Background: an optimization exercise with open tools, aiming at a short achievable clock period and few clock cycles per item. Do not read the settings as production practice. In this exercise RTL edits were held to simulation tests only and were not proved equivalent to the original. Power and IR drop assume default switching activity.

Setup of run E:
Design pcie_app, start of the top module:
module pcie_app
#(
  parameter int NUM_REGS = 16
)
(
  input  logic                   pcie_core_clk_i,
  input  logic                   rst_n_i,
  input  logic                   s_axis_tx_tready_i,
  output logic [DATA_W-1:0]      s_axis_tx_tdata_o,
  output logic [KEEP_W-1:0]      s_axis_tx_tkeep_o,
  output logic                   s_axis_tx_tlast_o,
  output logic                   s_axis_tx_tvalid_o,
  input  logic [DATA_W-1:0]      m_axis_rx_tdata_i,
  input  logic                   m_axis_rx_tlast_i,
  input  logic                   m_axis_rx_tvalid_i,
  output logic                   m_axis_rx_tready_o,
  input  logic [7:0]             cfg_bus_number_i,
  input  logic [4:0]             cfg_device_number_i,
  input  logic [2:0]             cfg_function_number_i,
  output logic [31:0]            user_data_o,
  output logic [USER_ADDR_W-1:0] user_addr_o,
  output logic                   user_wr_req_o,
  input  logic [31:0]            user_data_i,
  input  logic                   user_rd_ack_i,
  output logic                   user_rd_req_o
);
  localparam int CQ_N = 8;
  ...
For scale: roughly 240 I/O pins, about 55000 sq um of cells after synthesis.
Settings: LEC_CHECK=0, ABC_CLOCK_PERIOD_IN_PS=1800, CAP_MARGIN=20, CORE_MARGIN=2, CORE_UTILIZATION=50, SETUP_SLACK_MARGIN=2.1, SLEW_MARGIN=20, TNS_END_PERCENT=100; clock period 4.0 ns.
run.sh (not shown) runs the stock make flow with config.mk's settings and CLKGATE_MAP_FILE= SYNTH_SCRIPT=/design/flow/synth_recipe.tcl, a recipe that flattens the netlist after the stock synthesis.
Testbench counts of run E, summed over its fixed seeds: cycles 6,429, requests 3,200.
Edits applied to the flow inputs when going from run E to run B:
-- flow/design.v --
<<< run E, line 58
  output logic [15:1]           req_we_o,
  output logic [15:0]           req_sel_o,
  output logic [15:0]           req_nsel_o,
  output logic [31:0]           req_data_o,
  output logic [CQ_N-1:0]       req_slot_o,
  input  logic [15:1]           written_i
);
  localparam logic [1:0] ST_HDR     = 2'd0;
>>> run B, line 58
  output logic [15:1]           req_we_o,
  output logic [15:0]           req_sel_o,
  output logic [31:0]           req_data_o,
  output logic [CQ_N-1:0]       req_slot_o
);
  localparam logic [1:0] ST_HDR     = 2'd0;
<<< run E, line 134
      req_data_o <= cur_data_o;
      req_slot_o <= cur_slot_i;
      req_sel_o  <= sel & {written_i | req_we_o, 1'b1};
      req_nsel_o <= ~(sel & {written_i | req_we_o, 1'b1});
    end
  end
>>> run B, line 132
      req_data_o <= cur_data_o;
      req_slot_o <= cur_slot_i;
      req_sel_o  <= sel;
    end
  end
<<< run E, line 157
  input  logic [15:1]            req_we_i,
  input  logic [15:0]            req_sel_i,
  input  logic [15:0]            req_nsel_i,
  input  logic [31:0]            req_data_i,
  output logic [31:0]            local_rdata_o,
  output logic [NUM_REGS-1:1]    written_o,
  output logic                   uq_space_ok_o,
  output logic [CQ_N-1:0]        uret_slot_o,
>>> run B, line 154
  input  logic [15:1]            req_we_i,
  input  logic [15:0]            req_sel_i,
  input  logic [31:0]            req_data_i,
  output logic [31:0]            local_rdata_o,
  output logic                   uq_space_ok_o,
  output logic [CQ_N-1:0]        uret_slot_o,
<<< run E, line 173
  logic [31:0]           regs_q [1:NUM_REGS-1];
  logic [NUM_REGS-1:1]   written_q;
  assign written_o = written_q;
  always_comb
  begin
    local_rdata_o[15:0]  = req_sel_i[0] ? DESIGN_ID[15:0] : '0;
    local_rdata_o[31:16] = !req_nsel_i[0] ? DESIGN_ID[31:16] : '0;
    for (int i = 1; i < NUM_REGS; i++)
    begin
      local_rdata_o[15:0]  = local_rdata_o[15:0]  | (regs_q[i][15:0]  & {16{req_sel_i[i]}});
      local_rdata_o[31:16] = local_rdata_o[31:16] | (regs_q[i][31:16] & {16{!req_nsel_i[i]}});
    end
  end
  always_ff @(posedge pcie_core_clk_i or negedge rst_n_i)
>>> run B, line 168
  logic [31:0]           regs_q [1:NUM_REGS-1];
  logic [NUM_REGS-1:1]   written_q;
  always_comb
  begin
    local_rdata_o = req_sel_i[0] ? DESIGN_ID : '0;
    for (int i = 1; i < NUM_REGS; i++)
      local_rdata_o = local_rdata_o | (regs_q[i] & {32{req_sel_i[i] && written_q[i]}});
  end
  always_ff @(posedge pcie_core_clk_i or negedge rst_n_i)
<<< run E, line 514
  logic [15:1]           req_we;
  logic [15:0]           req_sel;
  logic [15:0]           req_nsel;
  logic [31:0]           req_data;
  logic [CQ_N-1:0]       req_slot;
  logic [31:0]           local_rdata;
  logic [15:1]           written;
  logic [CQ_N-1:0]       uret_slot;
  logic [31:0]           uret_data;
>>> run B, line 504
  logic [15:1]           req_we;
  logic [15:0]           req_sel;
  logic [31:0]           req_data;
  logic [CQ_N-1:0]       req_slot;
  logic [31:0]           local_rdata;
  logic [CQ_N-1:0]       uret_slot;
  logic [31:0]           uret_data;
<<< run E, line 546
    .req_we_o           (req_we),
    .req_sel_o          (req_sel),
    .req_nsel_o         (req_nsel),
    .req_data_o         (req_data),
    .req_slot_o         (req_slot),
    .written_i          (written)
  );
  pcie_reg_file #(
>>> run B, line 534
    .req_we_o           (req_we),
    .req_sel_o          (req_sel),
    .req_data_o         (req_data),
    .req_slot_o         (req_slot)
  );
  pcie_reg_file #(
<<< run E, line 565
    .req_we_i        (req_we),
    .req_sel_i       (req_sel),
    .req_nsel_i      (req_nsel),
    .req_data_i      (req_data),
    .local_rdata_o   (local_rdata),
    .written_o       (written),
    .uq_space_ok_o   (uq_space_ok),
    .uret_slot_o     (uret_slot),
>>> run B, line 551
    .req_we_i        (req_we),
    .req_sel_i       (req_sel),
    .req_data_i      (req_data),
    .local_rdata_o   (local_rdata),
    .uq_space_ok_o   (uq_space_ok),
    .uret_slot_o     (uret_slot),
Results
Run B finished end to end and its layout was clean on timing, DRC and antenna.
Sequential power: run B vs run E, no meaningful difference
Core utilization (run B over run E): increase, 1.9 points
The power in the clock group was comparable across run E and run B.
Per the comparison of run B with run E, transition time at the pin with the least slew margin higher; data arrival time of the critical path lower; sequential-to-total area share from yosys stat roughly the same; area taken by flip-flops and latches lower; portion of total power attributed to the clock network higher.
Total power density per cell area ended up 12 nW/um^2 lower on run B than on run E.
Per the comparison of run B with run E, count of instances resized after the clock tree is built higher; number of tap cells added at floorplan flat; average routed wire per standard cell picked up an extra 0.67 um; count of flip-flops with a built-in enable after synthesis fell about 1.2%; synthesized cell count shows a reduction of about 0.56%.
Testbench counts of run B, summed over its fixed seeds: cycles 6,429, requests 3,200.

==> separate check: timing with driven ports <==
How much do the figures lean on ideal ports? The routed layouts below were timed once more, with nothing changed but the port constraints. Step 1 (the two cells are an assumption about what drives the block):
set clk [get_ports {pcie_core_clk_i}]
set_driving_cell -lib_cell sky130_fd_sc_hd__clkbuf_16 $clk
set_driving_cell -lib_cell sky130_fd_sc_hd__buf_2 [delete_from_list [all_inputs] $clk]
Step 2, shift: input delay + t, output delay - t, t = (earliest + latest rising clock arrival at the registers) / 2. This alone moves slack from input paths to output paths. Three values: no drivers, after step 1, after step 2; two values: the first two.
| run | shift t [ns] | slack for setup (ns) | pins driven straight from the clock port |
|---|---|---|---|
| run E | 0.826 | 1.851 / 1.780 / 1.389 | 1 |
| run B | 0.827 | 1.893 / 1.818 / 1.391 | 1 |
After both steps setup and hold are still met in every run listed. For run B, which loses most, drivers alone change the setup slack by -0.075 ns; drivers and shift together by -0.502 ns.
